What follows belongs to an exercise in optimizing a design on an open flow for small area and a short achievable clock period; a production flow would make more cautious choices.
In this exercise RTL edits were held to simulation tests only and were not proved equivalent to the original.
No activity file was given, so power comes from the tool's default toggle rates.

==> constraint.sdc <==
create_clock -name core_clock -period 9.0 [get_ports {clk}]
set_input_delay 1.8000 -clock core_clock [delete_from_list [all_inputs] [get_ports {clk}]]
set_output_delay 1.8000 -clock core_clock [all_outputs]
set_load 0.01 [all_outputs]
==> design.v <==
package dpr_pkg;
    localparam int DATA_W = 16;
endpackage
module dpr_bank (
    input  logic                        clk,
    input  logic [15:0]                 wrow,
    input  logic [15:0]                 rsel,
    input  logic [15:0]                 csel,
    input  logic [dpr_pkg::DATA_W-1:0]  wdata,
    output logic [dpr_pkg::DATA_W-1:0]  rdata_n
);
    logic [255:0]               w_wl;
    logic [256*dpr_pkg::DATA_W-1:0] w_q;
    for (genvar r = 0; r < 16; r++) begin : g_row
        for (genvar c = 0; c < 16; c++) begin : g_col
            logic w_wr;
            assign w_wl[16*r+c] = rsel[r] && csel[c];
            assign w_wr         = wrow[r] && csel[c];
            dpr_word u_word (
                .clk   (clk),
                .wr    (w_wr),
                .keep  (!w_wr),
                .wdata (wdata),
                .q     (w_q[(16*r+c)*dpr_pkg::DATA_W +: dpr_pkg::DATA_W])
            );
        end
    end
    dpr_rtree u_rtree (
        .wl    (w_wl),
        .q     (w_q),
        .rdata_n (rdata_n)
    );
endmodule
module dpr_word (
    input  logic                        clk,
    input  logic                        wr,
    input  logic                        keep,
    input  logic [dpr_pkg::DATA_W-1:0]  wdata,
    output logic [dpr_pkg::DATA_W-1:0]  q
);
    always_ff @(posedge clk) begin
        q <= (wdata & {dpr_pkg::DATA_W{wr}}) | (q & {dpr_pkg::DATA_W{keep}});
    end
endmodule
module dpr_rtree (
    input  logic [255:0]                   wl,
    input  logic [256*dpr_pkg::DATA_W-1:0] q,
    output logic [dpr_pkg::DATA_W-1:0]     rdata_n
);
    for (genvar b = 0; b < dpr_pkg::DATA_W; b++) begin : g_bit
        logic [85:0] w_l1_n;
        logic [28:0] w_l2;
        logic [9:0]  w_l3_n;
        logic [3:0]  w_l4;
        for (genvar g = 0; g < 85; g++) begin : g_l1
            dpr_aoi222 u_aoi (
                .a0 (q[(3*g)*dpr_pkg::DATA_W + b]),   .s0 (wl[3*g]),
                .a1 (q[(3*g+1)*dpr_pkg::DATA_W + b]), .s1 (wl[3*g+1]),
                .a2 (q[(3*g+2)*dpr_pkg::DATA_W + b]), .s2 (wl[3*g+2]),
                .y_n (w_l1_n[g])
            );
        end
        assign w_l1_n[85] = !(q[255*dpr_pkg::DATA_W + b] && wl[255]);
        for (genvar g = 0; g < 28; g++) begin : g_l2
            dpr_nand3 u_nand (.a (w_l1_n[3*g]), .b (w_l1_n[3*g+1]), .c (w_l1_n[3*g+2]), .y (w_l2[g]));
        end
        assign w_l2[28] = !(w_l1_n[84] && w_l1_n[85]);
        for (genvar g = 0; g < 9; g++) begin : g_l3
            dpr_nor3 u_nor (.a (w_l2[3*g]), .b (w_l2[3*g+1]), .c (w_l2[3*g+2]), .y (w_l3_n[g]));
        end
        assign w_l3_n[9] = !(w_l2[27] || w_l2[28]);
        for (genvar g = 0; g < 3; g++) begin : g_l4
            dpr_nand3 u_nand (.a (w_l3_n[3*g]), .b (w_l3_n[3*g+1]), .c (w_l3_n[3*g+2]), .y (w_l4[g]));
        end
        assign w_l4[3] = !w_l3_n[9];
        dpr_nor4 u_l5 (.a (w_l4[0]), .b (w_l4[1]), .c (w_l4[2]), .d (w_l4[3]), .y (rdata_n[b]));
    end
endmodule
module dpr_aoi222 (
    input  logic a0, s0, a1, s1, a2, s2,
    output logic y_n
);
    assign y_n = !((a0 && s0) || (a1 && s1) || (a2 && s2));
endmodule
module dpr_nand3 (
    input  logic a, b, c,
    output logic y
);
    assign y = !(a && b && c);
endmodule
module dpr_nor3 (
    input  logic a, b, c,
    output logic y
);
    assign y = !(a || b || c);
endmodule
module dpr_nor4 (
    input  logic a, b, c, d,
    output logic y
);
    assign y = !(a || b || c || d);
endmodule
module dual_port_responder #(
    parameter int ADDR_W = 16
) (
    input  logic              clk,
    input  logic              reset,
    input  logic              reqA,
    input  logic              weA,
    input  logic [ADDR_W-1:0] addrA,
    input  logic [dpr_pkg::DATA_W-1:0] dataOutA,
    input  logic              reqB,
    input  logic              weB,
    input  logic [ADDR_W-1:0] addrB,
    input  logic [dpr_pkg::DATA_W-1:0] dataOutB,
    output logic              ackA,
    output logic              ackB,
    output logic [dpr_pkg::DATA_W-1:0] rdataA,
    output logic [dpr_pkg::DATA_W-1:0] rdataB,
    output logic              busy
);
    logic                       w_el_a, w_el_b, w_gnt_a, w_gnt_b, w_we;
    logic                       w_rd_a, w_wr_a, w_rd_b, w_wr_b;
    logic [15:0]                w_rsel_a, w_csel_a, w_rsel_b, w_csel_b, w_rsel, w_csel;
    logic [dpr_pkg::DATA_W-1:0] w_wdata, w_bank_q_n, w_d_a, w_d_b;
    assign w_el_a  = reqA && !ackA;
    assign w_el_b  = reqB && !ackB;
    assign w_gnt_a = reset && w_el_a;
    assign w_gnt_b = reset && w_el_b && !w_el_a;
    dpr_busy u_busy (
        .reset (reset),
        .reqA  (reqA),
        .ackA  (ackA),
        .reqB  (reqB),
        .ackB  (ackB),
        .busy  (busy)
    );
    dpr_dec4 u_dec_ra (.a (addrA[7:4]), .y (w_rsel_a));
    dpr_dec4 u_dec_ca (.a (addrA[3:0]), .y (w_csel_a));
    dpr_dec4 u_dec_rb (.a (addrB[7:4]), .y (w_rsel_b));
    dpr_dec4 u_dec_cb (.a (addrB[3:0]), .y (w_csel_b));
    dpr_mux16 u_mux_r (.s (w_el_a), .a (w_rsel_a), .b (w_rsel_b), .y (w_rsel));
    dpr_mux16 u_mux_c (.s (w_el_a), .a (w_csel_a), .b (w_csel_b), .y (w_csel));
    assign w_wdata = w_el_a ? dataOutA : dataOutB;
    assign w_we    = (w_gnt_a && weA) || (w_gnt_b && weB);
    dpr_bank u_bank (
        .clk     (clk),
        .wrow    (w_rsel & {16{w_we}}),
        .rsel    (w_rsel),
        .csel    (w_csel),
        .wdata   (w_wdata),
        .rdata_n (w_bank_q_n)
    );
    assign w_rd_a = w_gnt_a && !w_we;
    assign w_wr_a = w_gnt_a && w_we;
    assign w_rd_b = w_gnt_b && !w_we;
    assign w_wr_b = w_gnt_b && w_we;
    dpr_rnext u_next_a (
        .rd_n (w_bank_q_n), .rd (w_rd_a), .wd (w_wdata), .wr (w_wr_a), .q (rdataA), .keep (!w_gnt_a),
        .d    (w_d_a)
    );
    dpr_rnext u_next_b (
        .rd_n (w_bank_q_n), .rd (w_rd_b), .wd (w_wdata), .wr (w_wr_b), .q (rdataB), .keep (!w_gnt_b),
        .d    (w_d_b)
    );
    always_ff @(posedge clk or negedge reset) begin
        if (!reset) begin
            ackA   <= 1'b0;
            ackB   <= 1'b0;
            rdataA <= '0;
            rdataB <= '0;
        end else begin
            ackA   <= w_gnt_a;
            ackB   <= w_gnt_b;
            rdataA <= w_d_a;
            rdataB <= w_d_b;
        end
    end
endmodule
module dpr_busy (
    input  logic reset,
    input  logic reqA,
    input  logic ackA,
    input  logic reqB,
    input  logic ackB,
    output logic busy
);
    assign busy = reset && ((reqA && !ackA) || (reqB && !ackB));
endmodule
module dpr_dec4 (
    input  logic [3:0]  a,
    output logic [15:0] y
);
    always_comb begin
        for (int i = 0; i < 16; i++) y[i] = a == 4'(i);
    end
endmodule
module dpr_mux16 (
    input  logic        s,
    input  logic [15:0] a,
    input  logic [15:0] b,
    output logic [15:0] y
);
    assign y = s ? a : b;
endmodule
module dpr_rnext (
    input  logic [dpr_pkg::DATA_W-1:0] rd_n,
    input  logic                       rd,
    input  logic [dpr_pkg::DATA_W-1:0] wd,
    input  logic                       wr,
    input  logic [dpr_pkg::DATA_W-1:0] q,
    input  logic                       keep,
    output logic [dpr_pkg::DATA_W-1:0] d
);
    assign d = (~rd_n & {dpr_pkg::DATA_W{rd}}) | (wd & {dpr_pkg::DATA_W{wr}}) | (q & {dpr_pkg::DATA_W{keep}});
endmodule
==> config.mk <==
export PLATFORM = sky130hd
export DESIGN_NAME = dual_port_responder
export DESIGN_NICKNAME = dual_port_responder
export VERILOG_FILES = /design/flow/design.v
export SDC_FILE = /design/flow/constraint.sdc
export NUM_CORES = 4
export LEC_CHECK = 0
export CAP_MARGIN = 20
export CORE_MARGIN = 2
export CORE_UTILIZATION = 62
export CTS_BUF_LIST = sky130_fd_sc_hd__clkbuf_16
export CTS_CLUSTER_DIAMETER = 80
export CTS_CLUSTER_SIZE = 25
export SETUP_SLACK_MARGIN = 4.8
export SLEW_MARGIN = 20
export SYNTH_HIERARCHICAL = 1
export SYNTH_MINIMUM_KEEP_SIZE = 0
==> run.sh <==
#!/bin/bash
# synth_recipe.tcl (not shown) runs the flow's synth.tcl, then flattens the netlist and writes it again
# the make line also repeats each setting of config.mk as NAME=value (left out here)
make -C /OpenROAD-flow-scripts/flow DESIGN_CONFIG=/design/flow/config.mk WORK_HOME=/design/flow/orfs CLKGATE_MAP_FILE= SYNTH_SCRIPT=/design/flow/synth_recipe.tcl finish
==> results of run 1 <==
==> cells by family after synthesis <==
group	Yosys count
AO/OA/AOI/OAI	5537
flip-flops	4130
AND/OR/NAND/NOR	1549
buffers and inverters	1231
multiplexers	48
==> layer usage <==
metal | track usage (%) | routed length, um | up-vias
li1 | - | - | 50300
met3 | 9.59 | 69700 | 1112
met4 | 18.8 | 29500 | 22
met1 | 56.3 | 213000 | 61800
met5 | 0 | 135 | -
met2 | 58.2 | 232000 | 8891
==> final cells by class <==
type,count,area [sq um],area share [%]
multi-input combinational,7170,63800,39.7
clock buffer,191,4780,2.97
timing repair inverter,5,77.6,0.0482
antenna,29,72.6,0.0451
inverter,21,95.1,0.0591
clock inverter,53,557,0.346
tap,3348,4190,2.61
sequential,4130,82800,51.5
timing repair buffer,411,4370,2.71
==> per-module statistics from Yosys (local to each module, per instance) <==
module | flops+latches | cells inside | area, sq um
dpr_bank | 0 | 912 | 5050
dual_port_responder | 34 | 122 | 1580
dpr_word | 16 | 36 | 505
dpr_rnext | 0 | 38 | 313
dpr_dec4 | 0 | 20 | 277
dpr_mux16 | 0 | 18 | 249
dpr_rtree | 0 | 34 | 224
dpr_busy | 0 | 3 | 23.8
dpr_nor4 | 0 | 1 | 12.5
dpr_aoi222 | 0 | 1 | 10.0
dpr_nor3 | 0 | 1 | 10.0
dpr_nand3 | 0 | 1 | 5.00
==> cell usage after synthesis, drive strengths merged <==
cell	count	share of area (%)
a21boi	1	0.0072
a222oi	1360	8.7
a22o	4096	23
a22oi	32	0.22
and2	512	2.1
and3	1	0.0040
and4	4	0.022
and4b	16	0.10
and4bb	24	0.19
buf	1195	8.2
clkbuf	15	0.043
dfrtp	34	0.54
dfxtp	4096	52
inv	21	0.054
mux2	48	0.41
nand2	273	0.66
nand2b	4	0.016
nand3	513	1.6
nand3b	17	0.082
nand4b	1	0.0096
nor2	1	0.0024
nor2b	1	0.0040
nor3	145	0.93
nor4	20	0.16
nor4b	17	0.26
o21ai	32	0.10
o32ai	16	0.12
==> power by group through the flow <==
stage	clock network (mW)	registers, mW	logic (mW)
global placement	0	19.5	1.54
floorplan	0	19.4	0.891
CTS	9.96	19.1	1.76
finish	9.94	19.1	1.83
detailed placement	0	19.5	1.60
global route	10.6	19.2	1.87
==> registers in the layout, indices dropped and copies added (netlist names) <==
register                     flops
ackA                             1
ackB                             1
rdataB                          16
rdataA                          16
u_bank.g_row.g_col.u_word.q   4096
==> per-stage QoR <==
step,setup slack [ns],hold WS (ns)
after floorplan,4.58,0.438
after CTS,4.41,0.480
after global routing,4.32,0.487
after global placement,1.23,0.451
final,4.23,0.476
after detailed placement,1.12,0.452
==> worst max-delay path by stage <==
stage,endpoint,slack (ns)
2_1_floorplan,rdataA[14]$_DFF_PN0_,4.58
3_3_place_gp,rdataB[3]$_DFF_PN0_,1.23
3_5_place_dp,rdataB[15]$_DFF_PN0_,1.12
4_1_cts,rdataB[9]$_DFF_PN0_,4.41
5_1_grt,rdataB[11]$_DFF_PN0_,4.32
6_report,rdataA[7]$_DFF_PN0_,4.23
==> repair_timing <==
item                       4_1_cts  5_1_grt
cloned                          41        3
setup endpoints to repair     4129      487
pin swaps                      282      147
buffers inserted               177       35
gates resized for setup        577      134
hold endpoints to repair         0        0
==> reports/metrics.yaml, run 1 <==
grt_max_degree: 160
final_core_util_pct: 64.1
post_route_cells_drive_above_1_share_pct: 10.8
grt_pass1_wl_mm: 785
rr_endpoint: "rdataA[7]$_DFF_PN0_"
end_kind: "flop"
h-tree-depth: 4
synth_top_family_by_area: "compound AO/OA/AOI/OAI gates"
max_stage_delay_ns: 0.62
p_clk_share_pct: 32.2
seqPwrFrac_pct: 61.9
grt_overflow: 0
tightest_slew_ns: 1.25
area_growth_pct: 2.92
stdcell_count: 15400
switching_power_mw: 7.45
p_total_mw: 30.9
worstPathCellList: "buf_12 -> nand2b_4 -> buf_12 -> buf_12 -> inv_16 -> mux2_8 -> buf_4 -> buf_4 -> and2_2 -> a222oi_1 -> nand3_1 -> nor3_4 -> nand3_4 -> nor4_4 -> buf_4 -> o21ai_1"
drv_slew: 0
crit_fanout: 16
postCtsHoldBufs: 0
synthCells: 12500
synth_compound_area_share_pct: 32.1
syn_area_sq_mm: 0.156
r2r_start: "ackA$_DFF_PN0_"
cp.required_ns: 9.75
outcome: "timing/DRC/antenna clean"
hold_path_startpoint: "u_bank.g_row[11].g_col[8].u_word.q[10]$_DFF_P_"
ir_drop_v: 0.000206
leakagePower_nw: 61.3
finalCriticalPeriod_ns: 4.77
hold_viol_final: 0
final.setup.tns_ns: 0
drtAntennaViolNets: 0
path_clk_slew_ns: 0.10
wl_per_cell_um: 35.5
place_area_sq_mm: 0.150
max_slew_margin_pct: 16.5
maxCapViolCount: 0
cts_buffer_depth: 3
cts-root-buf: "clkbuf_16"
yosysSeqAreaShare_pct: 53.0
num_vias: 122000
rows: 184
io_buffers: 88
rsz0062_at_grt: "yes"
crit_start: "reqA"
initial_core_util_pct: 62.3
grt_pass1_vias: 112000
critical-path-top-delay-family: "simple AND/OR/NAND/NOR gates"
nNetsFinal: 12000
whs_endpoint: "u_bank.g_row[11].g_col[8].u_word.q[10]$_DFF_P_"
design_area_sq_mm: 0.161
clkLatencyLatePin_ns: 0.90
final_cell_mix: "a22o_1 (4096), dfxtp_1 (4096), a222oi_1 (1360)"
finClkSkew_ns: 0.0281
crit_buf_inv: 7
p_sw_share_pct: 24.1
placedCellCount: 14800
die_area_sq_mm: 0.256
cp_slowest_cell: "a222oi_1"
first_iter_violations: 24700
synth.avg_cell_area_sq_um: 12.5
gp_congestion: 0.897
core_sq_mm: 0.251
drtPass1Iterations: 14
ys_types: 39
synthSimpleGateAreaFrac_pct: 6.14
internal_power_mw: 23.4
cp.arrival_ns: 5.52
grt_util_all_layers_pct: 40.1
syn-num-nets: 12600
dieWidth_um: 506
setup_viol: 0
antenna_found_initial: 39
die-height_um: 506
cts_sinks: 4130
clock.fmax_mhz: 210
start_kind: "input port"
routed_wl_mm: 545
drc: 0
cts_buffers: 188
cts_tree: "yes"
synthXorXnorAreaFrac_pct: 0
io_pins: 105
path_depth: 16
rrSetupSlack_ns: 4.58
yosysWarnings: 9
r2r_cells: 16
synth_mux_area_share_pct: 0.413
comb_power_share_pct: 5.9
min_path_type: "reg -> reg"
ys_ff_latch: 4130
finalCritPeriodShare_pct: 53.0
cellPowerDensity_mw_per_mm2: 192
crit_type: "in -> reg"
dp_hpwl_mm: 307
detail_route.vias_per_cell: 7.95
fillers: 18900
min_path_cells: 1
synth_fa_ha_area_share_pct: 0
==> run 2: changes to the inputs <==
--- a/design.v
+++ b/design.v
@@ -7,7 +7,7 @@
     input  logic [15:0]                 rsel,
     input  logic [15:0]                 csel,
     input  logic [dpr_pkg::DATA_W-1:0]  wdata,
-    output logic [dpr_pkg::DATA_W-1:0]  rdata_n
+    output logic [4*dpr_pkg::DATA_W-1:0] rd_l4
 );
     logic [255:0]               w_wl;
     logic [256*dpr_pkg::DATA_W-1:0] w_q;
@@ -28,7 +28,7 @@
     dpr_rtree u_rtree (
         .wl    (w_wl),
         .q     (w_q),
-        .rdata_n (rdata_n)
+        .l4    (rd_l4)
     );
 endmodule
 module dpr_word (
@@ -45,13 +45,12 @@
 module dpr_rtree (
     input  logic [255:0]                   wl,
     input  logic [256*dpr_pkg::DATA_W-1:0] q,
-    output logic [dpr_pkg::DATA_W-1:0]     rdata_n
+    output logic [4*dpr_pkg::DATA_W-1:0]   l4
 );
     for (genvar b = 0; b < dpr_pkg::DATA_W; b++) begin : g_bit
         logic [85:0] w_l1_n;
         logic [28:0] w_l2;
         logic [9:0]  w_l3_n;
-        logic [3:0]  w_l4;
         for (genvar g = 0; g < 85; g++) begin : g_l1
             dpr_aoi222 u_aoi (
                 .a0 (q[(3*g)*dpr_pkg::DATA_W + b]),   .s0 (wl[3*g]),
@@ -70,10 +69,9 @@
         end
         assign w_l3_n[9] = !(w_l2[27] || w_l2[28]);
         for (genvar g = 0; g < 3; g++) begin : g_l4
-            dpr_nand3 u_nand (.a (w_l3_n[3*g]), .b (w_l3_n[3*g+1]), .c (w_l3_n[3*g+2]), .y (w_l4[g]));
-        end
-        assign w_l4[3] = !w_l3_n[9];
-        dpr_nor4 u_l5 (.a (w_l4[0]), .b (w_l4[1]), .c (w_l4[2]), .d (w_l4[3]), .y (rdata_n[b]));
+            dpr_nand3 u_nand (.a (w_l3_n[3*g]), .b (w_l3_n[3*g+1]), .c (w_l3_n[3*g+2]), .y (l4[4*b+g]));
+        end
+        assign l4[4*b+3] = !w_l3_n[9];
     end
 endmodule
 module dpr_aoi222 (
@@ -93,12 +91,6 @@
     output logic y
 );
     assign y = !(a || b || c);
-endmodule
-module dpr_nor4 (
-    input  logic a, b, c, d,
-    output logic y
-);
-    assign y = !(a || b || c || d);
 endmodule
 module dual_port_responder #(
     parameter int ADDR_W = 16
@@ -120,9 +112,10 @@
     output logic              busy
 );
     logic                       w_el_a, w_el_b, w_gnt_a, w_gnt_b, w_we;
-    logic                       w_rd_a, w_wr_a, w_rd_b, w_wr_b;
     logic [15:0]                w_rsel_a, w_csel_a, w_rsel_b, w_csel_b, w_rsel, w_csel;
-    logic [dpr_pkg::DATA_W-1:0] w_wdata, w_bank_q_n, w_d_a, w_d_b;
+    logic [dpr_pkg::DATA_W-1:0] w_wdata, w_res, r_wd, r_hold_a, r_hold_b;
+    logic [4*dpr_pkg::DATA_W-1:0] w_l4, r_l4;
+    logic                       r_wr;
     assign w_el_a  = reqA && !ackA;
     assign w_el_b  = reqB && !ackB;
     assign w_gnt_a = reset && w_el_a;
@@ -149,31 +142,32 @@
         .rsel    (w_rsel),
         .csel    (w_csel),
         .wdata   (w_wdata),
-        .rdata_n (w_bank_q_n)
-    );
-    assign w_rd_a = w_gnt_a && !w_we;
-    assign w_wr_a = w_gnt_a && w_we;
-    assign w_rd_b = w_gnt_b && !w_we;
-    assign w_wr_b = w_gnt_b && w_we;
-    dpr_rnext u_next_a (
-        .rd_n (w_bank_q_n), .rd (w_rd_a), .wd (w_wdata), .wr (w_wr_a), .q (rdataA), .keep (!w_gnt_a),
-        .d    (w_d_a)
-    );
-    dpr_rnext u_next_b (
-        .rd_n (w_bank_q_n), .rd (w_rd_b), .wd (w_wdata), .wr (w_wr_b), .q (rdataB), .keep (!w_gnt_b),
-        .d    (w_d_b)
-    );
+        .rd_l4   (w_l4)
+    );
+    always_ff @(posedge clk) begin
+        r_l4   <= w_l4;
+        r_wd   <= w_wdata;
+        r_wr   <= w_we;
+    end
+    dpr_rfin u_fin (
+        .l4   (r_l4),
+        .wr   (r_wr),
+        .wd   (r_wd),
+        .res  (w_res)
+    );
+    assign rdataA = ackA ? w_res : r_hold_a;
+    assign rdataB = ackB ? w_res : r_hold_b;
     always_ff @(posedge clk or negedge reset) begin
         if (!reset) begin
-            ackA   <= 1'b0;
-            ackB   <= 1'b0;
-            rdataA <= '0;
-            rdataB <= '0;
+            ackA     <= 1'b0;
+            ackB     <= 1'b0;
+            r_hold_a <= '0;
+            r_hold_b <= '0;
         end else begin
-            ackA   <= w_gnt_a;
-            ackB   <= w_gnt_b;
-            rdataA <= w_d_a;
-            rdataB <= w_d_b;
+            ackA     <= w_gnt_a;
+            ackB     <= w_gnt_b;
+            r_hold_a <= rdataA;
+            r_hold_b <= rdataB;
         end
     end
 endmodule
@@ -203,14 +197,13 @@
 );
     assign y = s ? a : b;
 endmodule
-module dpr_rnext (
-    input  logic [dpr_pkg::DATA_W-1:0] rd_n,
-    input  logic                       rd,
-    input  logic [dpr_pkg::DATA_W-1:0] wd,
-    input  logic                       wr,
-    input  logic [dpr_pkg::DATA_W-1:0] q,
-    input  logic                       keep,
-    output logic [dpr_pkg::DATA_W-1:0] d
-);
-    assign d = (~rd_n & {dpr_pkg::DATA_W{rd}}) | (wd & {dpr_pkg::DATA_W{wr}}) | (q & {dpr_pkg::DATA_W{keep}});
-endmodule
+module dpr_rfin (
+    input  logic [4*dpr_pkg::DATA_W-1:0]  l4,
+    input  logic                          wr,
+    input  logic [dpr_pkg::DATA_W-1:0]    wd,
+    output logic [dpr_pkg::DATA_W-1:0]    res
+);
+    for (genvar b = 0; b < dpr_pkg::DATA_W; b++) begin : g_bit
+        assign res[b] = wr ? wd[b] : |l4[4*b +: 4];
+    end
+endmodule
--- a/config.mk
+++ b/config.mk
@@ -7,7 +7,7 @@
 export LEC_CHECK = 0
 export CAP_MARGIN = 20
 export CORE_MARGIN = 2
-export CORE_UTILIZATION = 62
+export CORE_UTILIZATION = 60
 export CTS_BUF_LIST = sky130_fd_sc_hd__clkbuf_16
 export CTS_CLUSTER_DIAMETER = 80
 export CTS_CLUSTER_SIZE = 25
==> reports/metrics.yaml, run 2 <==
tightest_slew_ns: 1.28
drv_slew: 0
core_sq_mm: 0.262
grt_pass1_wl_mm: 767
holdWs_ns: 0.475
r2r_cells: 10
ys_ff_latch: 4211
synth_area_leaders: "dfxtp_1 (53%), a22o_1 (23%), a222oi_1 (8.6%), buf_6 (7.6%), and2_1 (2.0%)"
synth_compound_area_share_pct: 31.6
postCtsHoldBufs: 0
cp_slowest_cell: "a21boi_4"
antenna_found_initial: 50
yosysWarnings: 9
syn-num-nets: 12600
layout_commonest_cell: "dfxtp_1"
routed_wl_mm: 536
gp_congestion: 0.889
clkLatencyLatePin_ns: 0.91
path_clk_slew_ns: 0.07
synth_fa_ha_area_share_pct: 0
initial_core_util_pct: 60.2
grt_pass1_vias: 110000
synth_commonest_cells: "dfxtp_1 (4177), a22o_1 (4096), a222oi_1 (1360)"
start_kind: "input port"
syn_area_sq_mm: 0.158
die_area_sq_mm: 0.267
leakagePower_nw: 60.6
top_regs: "u_bank.g_row.g_col.u_word.q: 4096 flops, r_l4: 64 flops"
rsz0062_at_grt: "yes"
final.setup.tns_ns: 0
synth.avg_cell_area_sq_um: 12.6
post_route_cells_drive_above_1_share_pct: 8.83
whs_endpoint: "u_bank.g_row[11].g_col[12].u_word.q[4]$_DFF_P_"
io_pins: 105
cts-root-buf: "clkbuf_16"
setup_viol: 0
synth_top_family_by_area: "compound AO/OA/AOI/OAI gates"
ir_drop_v: 0.000201
cellPowerDensity_mw_per_mm2: 196
synth_edf_count: 0
synthSimpleGateAreaFrac_pct: 6.03
finalCritPeriodShare_pct: 50.2
worstPathCellList: "buf_16 -> nand2b_4 -> a21boi_4 -> buf_2"
area_growth_pct: 1.40
rr_endpoint: "r_l4[50]$_DFF_P_"
r2r_start: "ackA$_DFF_PN0_"
yosysTopAreaCell: "dfxtp_1"
design_area_sq_mm: 0.160
async_reset_ff_share_pct: 0.807
drc: 0
h-tree-depth: 4
nNetsFinal: 11900
min_path_cells: 1
cts_tree: "yes"
grt_util_all_layers_pct: 37.7
cts_buffer_depth: 4
drtAntennaViolNets: 0
cp.required_ns: 7.20
wl_per_cell_um: 34.7
dieWidth_um: 517
num_vias: 120000
crit_type: "in -> out"
maxCapViolCount: 0
max_stage_delay_ns: 0.47
grt_overflow: 0
largest-register: "u_bank.g_row.g_col.u_word.q"
detail_route.vias_per_cell: 7.77
fillers: 20500
finClkSkew_ns: 0.0310
first_iter_violations: 24000
ys_types: 39
place_area_sq_mm: 0.152
largest_reg_flops: 4096
synthXorXnorAreaFrac_pct: 0
cts_buffers: 201
yosysMostFrequentCell: "dfxtp_1"
hold_path_startpoint: "u_bank.g_row[11].g_col[12].u_word.q[4]$_DFF_P_"
hold_viol_final: 0
grt_max_degree: 153
critical-path-top-delay-family: "compound AO/OA/AOI/OAI gates"
cp.arrival_ns: 2.71
clock.fmax_mhz: 222
drtPass1Iterations: 17
yosysSeqAreaShare_pct: 53.6
crit_fanout: 7
min_path_type: "reg -> reg"
synthCells: 12600
synth_mux_area_share_pct: 0.643
crit_buf_inv: 2
rrSetupSlack_ns: 4.99
end_kind: "output pin"
finalCriticalPeriod_ns: 4.51
final_cell_mix: "dfxtp_1 (4142), a22o_1 (4096), a222oi_1 (1360)"
netlist.area_leader.share_pct: 53.0
outcome: "timing/DRC/antenna clean"
synth_ff_type: "dfxtp_1"
max_slew_margin_pct: 14.4
final_core_util_pct: 61.1
die-height_um: 517
dp_hpwl_mm: 306
cts_sinks: 4211
rows: 188
io_buffers: 88
-- run 2: changes by cell type after synthesis, sizes merged, moves of 16 or more --
cell and change:
mux2 +32, nand3 -17, nand2 +31, o21ai -16, dfxtp +81, a22oi -32
-- run 2: layer usage --
layer	wire length (um)	up-vias	GRT usage, %
li1	-	50100	-
met1	215000	60700	53.6
met2	234000	7940	55.8
met3	57400	1057	6.02
met4	29200	14	18.0
met5	84	-	0
-- run 2: how the worst max path moves through the flow --
stage | startpoint | cells past startpoint | slack [ns] | end
final | reqB | 4 | 4.49 | busy
after global routing | reset | 4 | 4.51 | busy
after CTS | reqB | 4 | 4.51 | busy
after detailed placement | reqA | 9 | 2.17 | r_l4[50]$_DFF_P_
after global placement | reqA | 9 | 2.17 | r_l4[50]$_DFF_P_
after floorplan | reqA | 4 | 4.02 | u_bank.g_row[0].g_col[0].u_word.q[0]$_DFF_P_
-- run 2: what timing repair did --
item	CTS	global route
gates resized for setup	585	205
pin swaps	137	158
endpoints found under the hold margin	0	0
endpoints found under the setup margin	4198	1174
gates cloned	10	8
setup buffers	38	30
-- run 2: report_power, final --
part | switching (mW) | total (mW) | internal [mW]
sequential | 0.302 | 19.5 | 19.1
clock | 5.97 | 10.2 | 4.24
combinational | 1.20 | 1.71 | 0.506
total | 7.47 | 31.4 | 23.9
-- run 2: Yosys stat by module (local to each module, per instance) --
module	cells	flops+latches	area, sq um	times used
dpr_word	36	16	505	256
dpr_nand3	1	0	5.00	496
dpr_aoi222	1	0	10.0	1360
dpr_busy	3	0	23.8	1
dpr_rtree	34	0	224	1
dpr_mux16	18	0	249	2
dpr_nor3	1	0	10.0	144
dpr_bank	912	0	5050	1
dpr_rfin	51	0	285	1
dpr_dec4	20	0	277	4
dual_port_responder	230	115	3550	1
-- run 2: per-stage QoR --
step	worst slack (ns)	cells	power, mW
final	4.49	15400	31.4
after global routing	4.51	15400	32.2
after CTS	4.51	15400	31.4
after detailed placement	2.17	15100	21.4
after global placement	2.17	15100	21.4
after floorplan	4.02	12600	20.7
-- run 2: logic make-up after synthesis --
kind of cell	after synthesis
and+or+nand+nor	1559
buffers and inverters	1222
DFF	4211
muxes	80
AOI/OAI and AO/OA	5490
-- run 2: final cells by class --
class | instances | area (sq um) | area share (%)
clock inverters | 58 | 492 | 0.308
flip-flops and latches | 4211 | 84600 | 52.9
well taps | 3515 | 4400 | 2.75
clock buffers | 201 | 5030 | 3.15
diodes | 24 | 60.1 | 0.0376
multi-input cells | 7143 | 62600 | 39.2
repair buffers | 255 | 2630 | 1.64
inverters | 17 | 63.8 | 0.0399

separate check: timing with driven ports:
The flow's constraints put no driver on any port. The routed layouts listed below were extracted and timed again, unchanged, in two steps.
Step 1 assumes that a clkbuf_16 drives the clock port and a buf_2 every other input.
Step 2 adds t to the input delays and takes it off the output delays; t is the mean of the earliest and latest rising clock arrival at the registers after step 1. Input paths then give back, and output paths get back, about the clock's delay inside the block.
Slacks: no drivers / after step 1 / after step 2; pairs: no drivers / after step 1.
| run | t (ns) | setup slack, ns | hold WS [ns] | clock arrival spread, ns | cell pins on the clock port's net |
|---|---|---|---|---|---|
| run 1 | 0.990 | 4.232 / 4.112 / 3.122 | 0.476 / 0.476 / 0.476 | 0.036 / 0.036 | 1 |
| run 2 | 1.014 | 4.486 / 4.394 / 3.645 | 0.475 / 0.475 / 0.475 | 0.040 / 0.039 | 1 |
After both steps every run listed still meets setup and hold. For run 1, which loses most, drivers alone change the setup slack by -0.120 ns; drivers and shift together by -1.110 ns.
